This design comes from an exercise in tuning for small area and a short achievable clock period on the open sky130 flow, not from production work.
Function was checked by simulation only, so behaviour that the tests miss may differ from the original.
Power is estimated from default activity; no workload was simulated.

<file path="flow/design.v">
`default_nettype none
package pic_pkg;
   localparam int data_w      = 8;
   localparam int pc_w        = 13;
   localparam int op_w        = 14;
   localparam int fa_w        = 7;
   localparam int porta_w     = 5;
   localparam int portb_w     = 8;
   localparam int stack_depth = 8;
   localparam logic [fa_w-1:0] addr_status = 7'h03;
   localparam logic [fa_w-1:0] addr_porta  = 7'h05;
   localparam logic [fa_w-1:0] addr_portb  = 7'h06;
   localparam logic [fa_w-1:0] ram_lo      = 7'h0C;
   localparam logic [fa_w-1:0] ram_hi      = 7'h4F;
   localparam int c_bit   = 0;
   localparam int dc_bit  = 1;
   localparam int z_bit   = 2;
   localparam int rp0_bit = 5;
   typedef enum logic [4:0] {
      op_nop,   op_addwf, op_subwf,  op_andwf,  op_iorwf, op_xorwf,
      op_comf,  op_decf,  op_incf,   op_movf,   op_movwf, op_clr,
      op_rlf,   op_rrf,   op_swapf,  op_decfsz, op_incfsz,
      op_bcf,   op_bsf,   op_btfsc,  op_btfss,
      op_addlw, op_sublw, op_andlw,  op_iorlw,  op_xorlw, op_movlw,
      op_retlw, op_goto,  op_call,   op_return
   } opcode_e;
   typedef enum logic [1:0] {q1, q2, q3, q4} phase_e;
   typedef enum logic [2:0] {pc_inc, pc_hold, pc_jump, pc_call, pc_ret} pc_action_e;
   typedef struct packed {
      opcode_e             op;
      logic                dest;       
      logic [fa_w-1:0]     fa;
      logic [2:0]          bit_idx;
      logic [data_w-1:0]   lit;
      logic [10:0]         jump;
   } decoded_t;
   typedef struct packed {
      logic c;
      logic dc;
      logic z;
   } flags_t;
endpackage
`default_nettype wire
`default_nettype none
module pic_alu (
   input  pic_pkg::opcode_e           au_op,
   input  logic [pic_pkg::data_w-1:0] au_w,
   input  logic [pic_pkg::data_w-1:0] au_f,
   input  logic [pic_pkg::data_w-1:0] au_k,
   input  logic [2:0]        au_bit_idx,
   input  logic              au_carry_in,
   output logic [pic_pkg::data_w-1:0] au_result,
   output pic_pkg::flags_t            au_flags_out
);
   logic [pic_pkg::data_w-1:0] mask;
   logic [pic_pkg::data_w-1:0] x;
   logic [pic_pkg::data_w-1:0] y;
   logic              sub;
   logic [pic_pkg::data_w:0]   sum;
   logic [4:0]        nib;
   always_comb begin
      mask = pic_pkg::data_w'(1) << au_bit_idx;
      sub  = (au_op == pic_pkg::op_subwf) || (au_op == pic_pkg::op_sublw);
      x    = (au_op == pic_pkg::op_addlw || au_op == pic_pkg::op_sublw) ? au_k : au_f;
      y    = sub ? ~au_w : au_w;                     
      sum  = {1'b0, x} + {1'b0, y} + (pic_pkg::data_w + 1)'(sub);
      nib  = {1'b0, x[3:0]} + {1'b0, y[3:0]} + 5'(sub);
      au_result       = '0;
      au_flags_out.c  = 1'b0;
      au_flags_out.dc = 1'b0;
      case (au_op)
         pic_pkg::op_addwf, pic_pkg::op_subwf, pic_pkg::op_addlw, pic_pkg::op_sublw: begin
            au_result       = sum[pic_pkg::data_w-1:0];
            au_flags_out.c  = sum[pic_pkg::data_w];             
            au_flags_out.dc = nib[4];
         end
         pic_pkg::op_andwf:             au_result = au_w & au_f;
         pic_pkg::op_andlw:             au_result = au_w & au_k;
         pic_pkg::op_iorwf:             au_result = au_w | au_f;
         pic_pkg::op_iorlw:             au_result = au_w | au_k;
         pic_pkg::op_xorwf:             au_result = au_w ^ au_f;
         pic_pkg::op_xorlw:             au_result = au_w ^ au_k;
         pic_pkg::op_comf:              au_result = ~au_f;
         pic_pkg::op_decf, pic_pkg::op_decfsz:   au_result = au_f - 1'b1;
         pic_pkg::op_incf, pic_pkg::op_incfsz:   au_result = au_f + 1'b1;
         pic_pkg::op_movf:              au_result = au_f;
         pic_pkg::op_movwf:             au_result = au_w;
         pic_pkg::op_rlf: begin
            au_result      = {au_f[pic_pkg::data_w-2:0], au_carry_in};
            au_flags_out.c = au_f[pic_pkg::data_w-1];
         end
         pic_pkg::op_rrf: begin
            au_result      = {au_carry_in, au_f[pic_pkg::data_w-1:1]};
            au_flags_out.c = au_f[0];
         end
         pic_pkg::op_swapf:             au_result = {au_f[3:0], au_f[7:4]};
         pic_pkg::op_bcf:               au_result = au_f & ~mask;
         pic_pkg::op_bsf:               au_result = au_f | mask;
         pic_pkg::op_btfsc, pic_pkg::op_btfss:   au_result = au_f & mask;    
         pic_pkg::op_movlw, pic_pkg::op_retlw:   au_result = au_k;
         default: ;                                        
      endcase
      au_flags_out.z = (au_result == '0);
   end
endmodule
`default_nettype wire
`default_nettype none
module pic_file_regs (
   input  logic               clk,
   input  logic               arst_n,
   input  logic [pic_pkg::fa_w-1:0]    fb_addr,
   input  logic [pic_pkg::data_w-1:0]  fb_wr_data,
   input  logic               fb_wr_en,
   input  pic_pkg::flags_t             fb_flag_we,
   input  pic_pkg::flags_t             fb_flags_new,
   output logic [pic_pkg::data_w-1:0]  fb_rd_data,
   output logic               fb_carry,
   input  logic [pic_pkg::porta_w-1:0] port_a_data_in,
   input  logic [pic_pkg::portb_w-1:0] port_b_data_in,
   output logic [pic_pkg::porta_w-1:0] port_a_tris,
   output logic [pic_pkg::porta_w-1:0] port_a_data_out,
   output logic [pic_pkg::portb_w-1:0] port_b_tris,
   output logic [pic_pkg::portb_w-1:0] port_b_data_out,
   output logic               z
);
   logic              c_q;
   logic              dc_q;
   logic              z_q;
   logic              rp0_q;
   logic [pic_pkg::data_w-1:0] ram [pic_pkg::ram_lo:pic_pkg::ram_hi];
   logic [pic_pkg::porta_w-1:0] pin_a_q;
   logic [pic_pkg::porta_w-1:0] lat_a_q;
   logic [pic_pkg::porta_w-1:0] tris_a_q;
   logic [pic_pkg::portb_w-1:0] pin_b_q;
   logic [pic_pkg::portb_w-1:0] lat_b_q;
   logic [pic_pkg::portb_w-1:0] tris_b_q;
   logic              sel_status;
   logic              sel_ram;
   logic              sel_a;
   logic              sel_b;
   logic [pic_pkg::data_w-1:0] status_rd;
   assign sel_status = (fb_addr == pic_pkg::addr_status);
   assign sel_ram    = (fb_addr >= pic_pkg::ram_lo) && (fb_addr <= pic_pkg::ram_hi);    
   assign sel_a      = (fb_addr == pic_pkg::addr_porta);
   assign sel_b      = (fb_addr == pic_pkg::addr_portb);
   always_comb begin
      status_rd          = '0;                    
      status_rd[pic_pkg::c_bit]   = c_q;
      status_rd[pic_pkg::dc_bit]  = dc_q;
      status_rd[pic_pkg::z_bit]   = z_q;
      status_rd[pic_pkg::rp0_bit] = rp0_q;
      fb_rd_data = '0;
      if (sel_status) fb_rd_data = status_rd;
      else if (sel_ram) fb_rd_data = ram[fb_addr];
      else if (sel_a && rp0_q) fb_rd_data = pic_pkg::data_w'(tris_a_q);
      else if (sel_a) fb_rd_data = pic_pkg::data_w'((pin_a_q & tris_a_q) | (lat_a_q & ~tris_a_q));
      else if (sel_b && rp0_q) fb_rd_data = tris_b_q;
      else if (sel_b) fb_rd_data = (pin_b_q & tris_b_q) | (lat_b_q & ~tris_b_q);
   end
   always_ff @(posedge clk) begin
      pin_a_q <= port_a_data_in;
      pin_b_q <= port_b_data_in;
   end
   always_ff @(posedge clk or negedge arst_n) begin
      if (!arst_n) begin
         c_q      <= 1'b0;
         dc_q     <= 1'b0;
         z_q      <= 1'b0;
         rp0_q    <= 1'b0;
         lat_a_q  <= '0;
         lat_b_q  <= '0;
         tris_a_q <= '1;                           
         tris_b_q <= '1;
         for (int i = pic_pkg::ram_lo; i <= pic_pkg::ram_hi; i++) ram[i] <= '0;
      end else begin
         if (fb_wr_en) begin
            if (sel_status) begin
               c_q   <= fb_wr_data[pic_pkg::c_bit];
               dc_q  <= fb_wr_data[pic_pkg::dc_bit];
               z_q   <= fb_wr_data[pic_pkg::z_bit];
               rp0_q <= fb_wr_data[pic_pkg::rp0_bit];
            end
            if (sel_ram) ram[fb_addr] <= fb_wr_data;
            if (sel_a && !rp0_q) lat_a_q  <= fb_wr_data[pic_pkg::porta_w-1:0];
            if (sel_a && rp0_q)  tris_a_q <= fb_wr_data[pic_pkg::porta_w-1:0];
            if (sel_b && !rp0_q) lat_b_q  <= fb_wr_data;
            if (sel_b && rp0_q)  tris_b_q <= fb_wr_data;
         end
         if (fb_flag_we.c)  c_q  <= fb_flags_new.c;
         if (fb_flag_we.dc) dc_q <= fb_flags_new.dc;
         if (fb_flag_we.z)  z_q  <= fb_flags_new.z;
      end
   end
   assign fb_carry        = c_q;
   assign port_a_tris     = tris_a_q;
   assign port_a_data_out = lat_a_q;
   assign port_b_tris     = tris_b_q;
   assign port_b_data_out = lat_b_q;
   assign z               = z_q;
endmodule
`default_nettype wire
`default_nettype none
module pic_pc_stack (
   input  logic                     clk,
   input  logic                     arst_n,
   input  pic_pkg::phase_e          phase,
   input  pic_pkg::pc_action_e      pc_action,
   input  logic [10:0]              jump_target,
   output logic [pic_pkg::pc_w-1:0] pc_out
);
   logic [pic_pkg::pc_w-1:0]                stack [pic_pkg::stack_depth];
   logic [$clog2(pic_pkg::stack_depth)-1:0] sp_q;
   logic [$clog2(pic_pkg::stack_depth)-1:0] sp_prev;
   logic [pic_pkg::pc_w-1:0]                target;
   assign target  = pic_pkg::pc_w'(jump_target);            
   assign sp_prev = sp_q - 1'b1;                   
   always_ff @(posedge clk or negedge arst_n) begin
      if (!arst_n) begin
         pc_out <= '0;
         sp_q   <= '0;
      end else if (phase == pic_pkg::q4) begin
         case (pc_action)
            pic_pkg::pc_inc:  pc_out <= pc_out + 1'b1;
            pic_pkg::pc_jump: pc_out <= target;
            pic_pkg::pc_call: begin
               pc_out <= target;
               sp_q   <= sp_q + 1'b1;               
            end
            pic_pkg::pc_ret: begin
               pc_out <= stack[sp_prev];
               sp_q   <= sp_prev;
            end
            default: ;                               
         endcase
      end
   end
   always_ff @(posedge clk) begin
      if (phase == pic_pkg::q4 && pc_action == pic_pkg::pc_call) stack[sp_q] <= pc_out + 1'b1;
   end
endmodule
`default_nettype wire
`default_nettype none
module pic_sequencer (
   input  logic              clk,
   input  logic              arst_n,
   input  logic [pic_pkg::op_w-1:0]   op_code,
   output logic [pic_pkg::fa_w-1:0]   fb_addr,
   output logic [pic_pkg::data_w-1:0] fb_wr_data,
   output logic              fb_wr_en,
   output pic_pkg::flags_t            fb_flag_we,
   output pic_pkg::flags_t            fb_flags_new,
   input  logic [pic_pkg::data_w-1:0] fb_rd_data,
   input  logic              fb_carry,
   output pic_pkg::opcode_e           au_op,
   output logic [pic_pkg::data_w-1:0] au_w,
   output logic [pic_pkg::data_w-1:0] au_f,
   output logic [pic_pkg::data_w-1:0] au_k,
   output logic [2:0]        au_bit_idx,
   output logic              au_carry_in,
   input  logic [pic_pkg::data_w-1:0] au_result,
   input  pic_pkg::flags_t            au_flags_out,
   output pic_pkg::phase_e            phase,
   output pic_pkg::pc_action_e        pc_action,
   output logic [10:0]       jump_target,
   output logic              nop_out
);
   typedef enum logic [1:0] {sq_none, sq_skip, sq_branch} squash_e;
   pic_pkg::opcode_e  dec_op;
   pic_pkg::decoded_t ir;
   logic [pic_pkg::data_w-1:0] w_q;
   logic [pic_pkg::data_w-1:0] res_q;        
   pic_pkg::flags_t   flags_q;
   squash_e           sq_q;
   logic              execute;
   logic              to_file;
   logic              to_w;
   logic              skip;
   pic_pkg::flags_t   fwe;
   pic_pkg::pc_action_e act;
   always_comb begin
      casez (op_code)
         14'b00_0111_????_???? : dec_op = pic_pkg::op_addwf;
         14'b00_0010_????_???? : dec_op = pic_pkg::op_subwf;
         14'b00_0101_????_???? : dec_op = pic_pkg::op_andwf;
         14'b00_0100_????_???? : dec_op = pic_pkg::op_iorwf;
         14'b00_0110_????_???? : dec_op = pic_pkg::op_xorwf;
         14'b00_1001_????_???? : dec_op = pic_pkg::op_comf;
         14'b00_0011_????_???? : dec_op = pic_pkg::op_decf;
         14'b00_1010_????_???? : dec_op = pic_pkg::op_incf;
         14'b00_1000_????_???? : dec_op = pic_pkg::op_movf;
         14'b00_0000_1???_???? : dec_op = pic_pkg::op_movwf;
         14'b00_0001_????_???? : dec_op = pic_pkg::op_clr;       
         14'b00_1101_????_???? : dec_op = pic_pkg::op_rlf;
         14'b00_1100_????_???? : dec_op = pic_pkg::op_rrf;
         14'b00_1110_????_???? : dec_op = pic_pkg::op_swapf;
         14'b00_1011_????_???? : dec_op = pic_pkg::op_decfsz;
         14'b00_1111_????_???? : dec_op = pic_pkg::op_incfsz;
         14'b00_0000_0000_1000 : dec_op = pic_pkg::op_return;
         14'b01_00??_????_???? : dec_op = pic_pkg::op_bcf;
         14'b01_01??_????_???? : dec_op = pic_pkg::op_bsf;
         14'b01_10??_????_???? : dec_op = pic_pkg::op_btfsc;
         14'b01_11??_????_???? : dec_op = pic_pkg::op_btfss;
         14'b10_0???_????_???? : dec_op = pic_pkg::op_call;
         14'b10_1???_????_???? : dec_op = pic_pkg::op_goto;
         14'b11_00??_????_???? : dec_op = pic_pkg::op_movlw;
         14'b11_01??_????_???? : dec_op = pic_pkg::op_retlw;
         14'b11_1000_????_???? : dec_op = pic_pkg::op_iorlw;
         14'b11_1001_????_???? : dec_op = pic_pkg::op_andlw;
         14'b11_1010_????_???? : dec_op = pic_pkg::op_xorlw;
         14'b11_110?_????_???? : dec_op = pic_pkg::op_sublw;
         14'b11_111?_????_???? : dec_op = pic_pkg::op_addlw;
         default               : dec_op = pic_pkg::op_nop;     
      endcase
   end
   always_ff @(posedge clk or negedge arst_n) begin
      if (!arst_n) begin
         phase <= pic_pkg::q1;
         ir    <= '0;
         w_q   <= '0;
         sq_q  <= sq_none;
      end else begin
         phase <= pic_pkg::phase_e'(phase + 2'd1);  
         if (phase == pic_pkg::q1) begin
            ir.op      <= dec_op;
            ir.dest    <= op_code[7];
            ir.fa      <= op_code[6:0];
            ir.bit_idx <= op_code[9:7];
            ir.lit     <= op_code[7:0];
            ir.jump    <= op_code[10:0];
         end
         if (phase == pic_pkg::q4) begin
            if (execute && to_w) w_q <= res_q;
            if (!execute) sq_q <= sq_none;          
            else if (act != pic_pkg::pc_inc) sq_q <= sq_branch;
            else if (skip) sq_q <= sq_skip;
            else sq_q <= sq_none;
         end
      end
   end
   always_ff @(posedge clk) begin
      if (phase == pic_pkg::q3) begin
         res_q   <= au_result;
         flags_q <= au_flags_out;
      end
   end
   always_comb begin
      to_file = 1'b0;
      to_w    = 1'b0;
      fwe     = '0;
      skip    = 1'b0;
      act     = pic_pkg::pc_inc;
      case (ir.op)
         pic_pkg::op_addwf, pic_pkg::op_subwf, pic_pkg::op_andwf, pic_pkg::op_iorwf, pic_pkg::op_xorwf, pic_pkg::op_comf, pic_pkg::op_decf, pic_pkg::op_incf,
         pic_pkg::op_movf, pic_pkg::op_clr, pic_pkg::op_rlf, pic_pkg::op_rrf, pic_pkg::op_swapf, pic_pkg::op_decfsz, pic_pkg::op_incfsz: begin
            to_file = ir.dest;
            to_w    = !ir.dest;
         end
         pic_pkg::op_movwf, pic_pkg::op_bcf, pic_pkg::op_bsf:                     to_file = 1'b1;
         pic_pkg::op_addlw, pic_pkg::op_sublw, pic_pkg::op_andlw, pic_pkg::op_iorlw, pic_pkg::op_xorlw, pic_pkg::op_movlw: to_w = 1'b1;
         pic_pkg::op_retlw: begin
            to_w = 1'b1;
            act  = pic_pkg::pc_ret;
         end
         pic_pkg::op_return: act = pic_pkg::pc_ret;
         pic_pkg::op_goto:   act = pic_pkg::pc_jump;
         pic_pkg::op_call:   act = pic_pkg::pc_call;
         default: ;
      endcase
      case (ir.op)
         pic_pkg::op_addwf, pic_pkg::op_subwf, pic_pkg::op_addlw, pic_pkg::op_sublw: fwe = 3'b111;                      
         pic_pkg::op_rlf, pic_pkg::op_rrf:                         fwe.c = 1'b1;
         pic_pkg::op_andwf, pic_pkg::op_iorwf, pic_pkg::op_xorwf, pic_pkg::op_comf, pic_pkg::op_decf, pic_pkg::op_incf, pic_pkg::op_movf, pic_pkg::op_clr,
         pic_pkg::op_andlw, pic_pkg::op_iorlw, pic_pkg::op_xorlw:           fwe.z = 1'b1;
         default: ;
      endcase
      case (ir.op)
         pic_pkg::op_decfsz, pic_pkg::op_incfsz, pic_pkg::op_btfsc: skip = flags_q.z;
         pic_pkg::op_btfss:                       skip = !flags_q.z;
         default: ;
      endcase
   end
   assign execute = (sq_q == sq_none);
   assign fb_addr      = ir.fa;
   assign fb_wr_data   = res_q;
   assign fb_wr_en     = (phase == pic_pkg::q4) && execute && to_file;
   assign fb_flag_we   = ((phase == pic_pkg::q4) && execute) ? fwe : '0;
   assign fb_flags_new = flags_q;
   assign au_op       = ir.op;
   assign au_w        = w_q;
   assign au_f        = fb_rd_data;
   assign au_k        = ir.lit;
   assign au_bit_idx  = ir.bit_idx;
   assign au_carry_in = fb_carry;
   assign pc_action   = (sq_q == sq_skip)   ? pic_pkg::pc_inc  :
                        (sq_q == sq_branch) ? pic_pkg::pc_hold : act;
   assign jump_target = ir.jump;
   assign nop_out     = execute;
endmodule
`default_nettype wire
`default_nettype none
module pic16_core (
   input  logic                        clk,
   input  logic                        arst_n,
   input  logic [pic_pkg::op_w-1:0]    op_code,
   input  logic [pic_pkg::porta_w-1:0] port_a_data_in,
   input  logic [pic_pkg::portb_w-1:0] port_b_data_in,
   output logic [pic_pkg::pc_w-1:0]    pc_out,
   output logic                        nop_out,
   output logic                        z,
   output logic [pic_pkg::porta_w-1:0] port_a_tris,
   output logic [pic_pkg::porta_w-1:0] port_a_data_out,
   output logic [pic_pkg::portb_w-1:0] port_b_tris,
   output logic [pic_pkg::portb_w-1:0] port_b_data_out
);
   pic_pkg::phase_e      phase;
   pic_pkg::pc_action_e  pc_action;
   logic [10:0] jump_target;
   logic [pic_pkg::fa_w-1:0]   fb_addr;
   logic [pic_pkg::data_w-1:0] fb_wr_data;
   logic              fb_wr_en;
   pic_pkg::flags_t            fb_flag_we;
   pic_pkg::flags_t            fb_flags_new;
   logic [pic_pkg::data_w-1:0] fb_rd_data;
   logic              fb_carry;
   pic_pkg::opcode_e           au_op;
   logic [pic_pkg::data_w-1:0] au_w;
   logic [pic_pkg::data_w-1:0] au_f;
   logic [pic_pkg::data_w-1:0] au_k;
   logic [2:0]        au_bit_idx;
   logic              au_carry_in;
   logic [pic_pkg::data_w-1:0] au_result;
   pic_pkg::flags_t            au_flags_out;
   pic_sequencer seq_i (
      .clk, .arst_n, .op_code,
      .fb_addr, .fb_wr_data, .fb_wr_en, .fb_flag_we, .fb_flags_new, .fb_rd_data, .fb_carry,
      .au_op, .au_w, .au_f, .au_k, .au_bit_idx, .au_carry_in, .au_result, .au_flags_out,
      .phase, .pc_action, .jump_target, .nop_out
   );
   pic_alu alu_i (
      .au_op, .au_w, .au_f, .au_k, .au_bit_idx, .au_carry_in, .au_result, .au_flags_out
   );
   pic_file_regs regs_i (
      .clk, .arst_n,
      .fb_addr, .fb_wr_data, .fb_wr_en, .fb_flag_we, .fb_flags_new, .fb_rd_data, .fb_carry,
      .port_a_data_in, .port_b_data_in,
      .port_a_tris, .port_a_data_out, .port_b_tris, .port_b_data_out, .z
   );
   pic_pc_stack pc_i (.clk, .arst_n, .phase, .pc_action, .jump_target, .pc_out);
endmodule
`default_nettype wire
</file>
<file path="flow/run.sh">
#!/bin/bash
# synth_recipe.tcl (not shown) runs the flow's synth.tcl, then flattens the netlist and writes it again
# the make line also repeats each setting of config.mk as NAME=value (left out here)
make -C /OpenROAD-flow-scripts/flow DESIGN_CONFIG=/design/flow/config.mk WORK_HOME=/design/flow/orfs CLKGATE_MAP_FILE= SYNTH_SCRIPT=/design/flow/synth_recipe.tcl finish
</file>
<file path="flow/config.mk">
export PLATFORM = sky130hd
export DESIGN_NAME = pic16_core
export DESIGN_NICKNAME = pic16_core
export VERILOG_FILES = /design/flow/design.v
export SDC_FILE = /design/flow/constraint.sdc
export NUM_CORES = 4
export LEC_CHECK = 0
export CAP_MARGIN = 20
export CORE_MARGIN = 2
export CORE_UTILIZATION = 40
export SLEW_MARGIN = 20
</file>
<file path="flow/constraint.sdc">
create_clock -name core_clock -period 10.0 [get_ports {clk}]
set_input_delay 2.0000 -clock core_clock [delete_from_list [all_inputs] [get_ports {clk}]]
set_output_delay 2.0000 -clock core_clock [all_outputs]
set_load 0.01 [all_outputs]
</file>
==> results.cfg <==
[run_status]
status = no timing/DRC/antenna violations

[detailed_routing]
ant_nets = 0
vias_per_cell = 6.494
drt-pass1-iter-count = 9
vias = 31740
drt_iter0_markers = 4807
routed_wl_um = 165300
drc = 0
wl_per_cell_um = 33.82

[die]
coreArea_sq_mm = 0.1014
row_count = 117
start_util = 0.4018
die_y_um = 323.2
ioPinCount = 70
die-area_sq_mm = 0.1045
die_w_um = 323.2

[timing]
finClkSkew_ps = 57.48
setup-tns-final_ps = 0
layout_setup_ws_ps = 2397
fin_crit_ps = 7603
finalCritPeriodShare = 0.7603
drv_slew = 0
setup_viol = 0
hold_viol = 0
maxSlewHeadroom = 0.2065
tightestPinTransition_ps = 1190
max_freq_mhz = 131.5
rsz0062_at_grt = false

[place]
detailed_place_hpwl_um = 110300
io_buffer_count = 69
dp_slack_ps = 2655
gp_congestion = 1.065

[yosys]
syn_inst = 3377
async_flop_share = 0.7509
synth_top_area_cell = dfrtp_1
synthFlopType = dfrtp_1
synth.avg_cell_area_sq_um = 12.07
synth_area_sq_mm = 0.04076
yosys_warnings = 5
ys_seq_area_frac = 0.5276
ys_types = 98
synth_top_area_frac = 0.3714
synth_edf_count = 192
ys_seq_elements = 823
synthTopCellsByArea = dfrtp_1 37%, mux2_2 17%, edfxtp_1 14%

[setup_path]
worstPathMaxFanout = 107
startpoint_type = flop
reg2reg_slack_ps = 2400
critPathKind = reg2reg
timing.rr.end = seq_i.flags_q[0]$_DFFE_PN_
endpoint_kind = flop
cpMostUsedCell = a21oi_1
path_cells = buf_12 > nand2b_1 > a21oi_1 > o41ai_1 > nor4b_1 > nand4_1 > nand2_1 > a21oi_1 > nand2_1 > o21ai_0 > ha_1 > a21o_1 > a21oi_1 > o21ai_0 > xnor2_1 > o22ai_1 > or3_1 > a2111oi_2 > o211ai_1 > or4_1 > nor4b_2
rr_startpoint = seq_i.ir[22]$_DFFE_PN0N_
worstPathRequired_ps = 10540
slowest_stage = dfrtp_4
slowest_delay_ps = 820
worst-endpoint-arrival_ps = 8140
worstRegToRegCells = 21

[run]
drv_cap = 0

[hold_path]
min_from = seq_i.phase[0]$_DFF_PN0_
holdPathStages = 1
min_to = seq_i.phase[0]$_DFF_PN0_
hp-class = reg2reg

[cts]
postCtsSetupBuffers = 0
ctsHoldBuffers = 0
root_buffer = clkbuf_16
cts_tree = built
numCtsBuffers = 93
cts.htree.levels = 3
insertion_delay_ps = 720
cts.sink_count = 823
cts.repair.resized = 0
path_clk_slew_ps = 60
clock_path_buffers = 3

[final_layout]
area_delta_synth_final_pct = 13.88
final_nets = 3495
fillers = 9313
drive_above_1_share = 0.2715
mostFrequentLayoutCell = mux2_2
final_cell_mix = 619 x mux2_2, 597 x dfrtp_1, 244 x nand2_1

[power_and_ir_drop]
internal_power_w = 0.006289
p_leak_nw = 20.03
clkPwrFrac = 0.407
combinationalPowerShare = 0.162
switchingPower_w = 0.002568
p_seq_frac = 0.431
sw_frac_of_total = 0.2899
fin_total_pwr_w = 0.008857
ir_drop_mv = 0.1455
p_per_area_mw_per_mm2 = 190.8

[grt]
overflow = 0
grt_start_max_net_pins = 135
antenna_found_initial = 11
grt_pass1_wl_um = 233400
grt.total_usage = 0.3145
grt_pass1_vias = 30410
-- Yosys cell counts, types with 42 or more instances --
cell type,instances
nand4_1,42
nand3_1,128
mux2i_1,61
mux2_2,619
a22oi_1,98
a21oi_1,100
dfrtp_1,605
clkbuf_1,152
nor2_1,124
edfxtp_1,192
o22ai_1,42
o21ai_0,105
buf_2,72
nand2_1,244
-- power by group through the flow --
stage               Combinational (W)  Sequential, W  Clock, W
detailed placement            0.00141        0.00387         0
finish                        0.00143        0.00382   0.00361
global route                  0.00153        0.00383   0.00377
CTS                           0.00142        0.00381   0.00362
global placement              0.00141        0.00388         0
floorplan                    0.000934        0.00376         0
-- worst max-delay path by stage --
stage	start	to	depth (start not counted)
after CTS	seq_i.ir[23]$_DFFE_PN0N_	seq_i.flags_q[0]$_DFFE_PN_	23
after global placement	seq_i.ir[22]$_DFFE_PN0N_	seq_i.flags_q[0]$_DFFE_PN_	21
after global routing	seq_i.ir[22]$_DFFE_PN0N_	seq_i.flags_q[0]$_DFFE_PN_	23
after floorplan	seq_i.ir[22]$_DFFE_PN0N_	seq_i.flags_q[0]$_DFFE_PN_	24
final	seq_i.ir[22]$_DFFE_PN0N_	seq_i.flags_q[0]$_DFFE_PN_	21
after detailed placement	seq_i.ir[22]$_DFFE_PN0N_	seq_i.flags_q[0]$_DFFE_PN_	23
-- area by class of cell --
type	count	area (sq um)	area share
Inverter	35	131.4	0.002830
Tap cell	1368	1712	0.03687
Clock buffer	133	2639	0.05685
Sequential cell	823	21530	0.4637
Clock inverter	40	549.3	0.01183
Antenna cell	3	7.507	0.0001617
Multi-Input combinational cell	2329	18400	0.3963
Timing Repair Buffer	157	1456	0.03137
-- per-layer routing --
layer,vias up,share of wire,global-route usage
li1,12800,-,-
met1,16260,0.39,0.4071
met2,2056,0.43,0.4633
met3,622,0.11,0.08678
met4,12,0.076,0.2028
met5,-,0.00047,0
-- flip-flops by register name, indices dropped and copies added, names as in the netlist, 2 cells and up --
name and count:
regs_i.lat_b_q 8, regs_i.tris_b_q 8, regs_i.tris_a_q 5, regs_i.ram 621, regs_i.pin_b_q 8, seq_i.w_q 8
seq_i.ir 16, pc_i.stack 104, regs_i.pin_a_q 5, seq_i.sq_q 2, pc_i.pc_out 13, seq_i.res_q 8
seq_i.flags_q 3, regs_i.lat_a_q 5, pc_i.sp_q 3, seq_i.phase 2
-- cell families after synthesis --
family,Yosys count,synth area share
adders and majority gates,29,0.009147
and+or+nand+nor,840,0.1107
xor gates and xnor gates,38,0.008165
other,1,0.00009200
DFF,823,0.5276
muxes,714,0.2028
buffers and inverters,301,0.03214
AOI/OAI and AO/OA,631,0.1093
-- metrics by stage --
step                        util  std cells  hold WS [ps]  instance area, sq um
after CTS                 0.4575       4885         466.8                 46410
after floorplan                -       3453         433.8                 41050
after global placement    0.4260       4712         452.8                 43220
final                     0.4576       4888         464.7                 46420
after global routing      0.4575       4885         507.4                 46410
after detailed placement  0.4261       4712         465.5                 43220
-- worst max-delay path: cells and delay by family, from the launching register on --
| kind | cells | cell delay (ps) |
|---|---|---|
| buffers and inverters | 1 | 530 |
| XOR/XNOR | 1 | 170 |
| AO/OA/AOI/OAI | 10 | 2460 |
| AND/OR/NAND/NOR | 8 | 2880 |
| adder cells (fa/ha/maj) | 1 | 430 |
| flip-flops | 1 | 820 |

[re-timing with driven ports]
The results above use ideal ports. As a check the final layout listed here was re-extracted and re-timed, cells and wires unchanged. Step 1 (the two cells are an assumption about what drives the block):
set clk [get_ports {clk}]
set_driving_cell -lib_cell sky130_fd_sc_hd__clkbuf_16 $clk
set_driving_cell -lib_cell sky130_fd_sc_hd__buf_2 [delete_from_list [all_inputs] $clk]
Step 2 times the ports against the registers' clock, not the clock port: input delays grow and output delays shrink by t, the midpoint of the rising clock arrivals with the driver on. Slacks: no drivers / after step 1 / after step 2; pairs: no drivers / after step 1.
t, ns: 0.768
slack for setup (ns): 2.397 / 2.397 / 2.397
worst setup path after step 2: register to register
latest minus earliest clock arrival (ns): 0.067 / 0.066
pins driven straight from the clock port: 1
After both steps setup and hold are still met in this run. For this run, drivers alone change the setup slack by 0.000 ns; drivers and shift together by 0.000 ns.
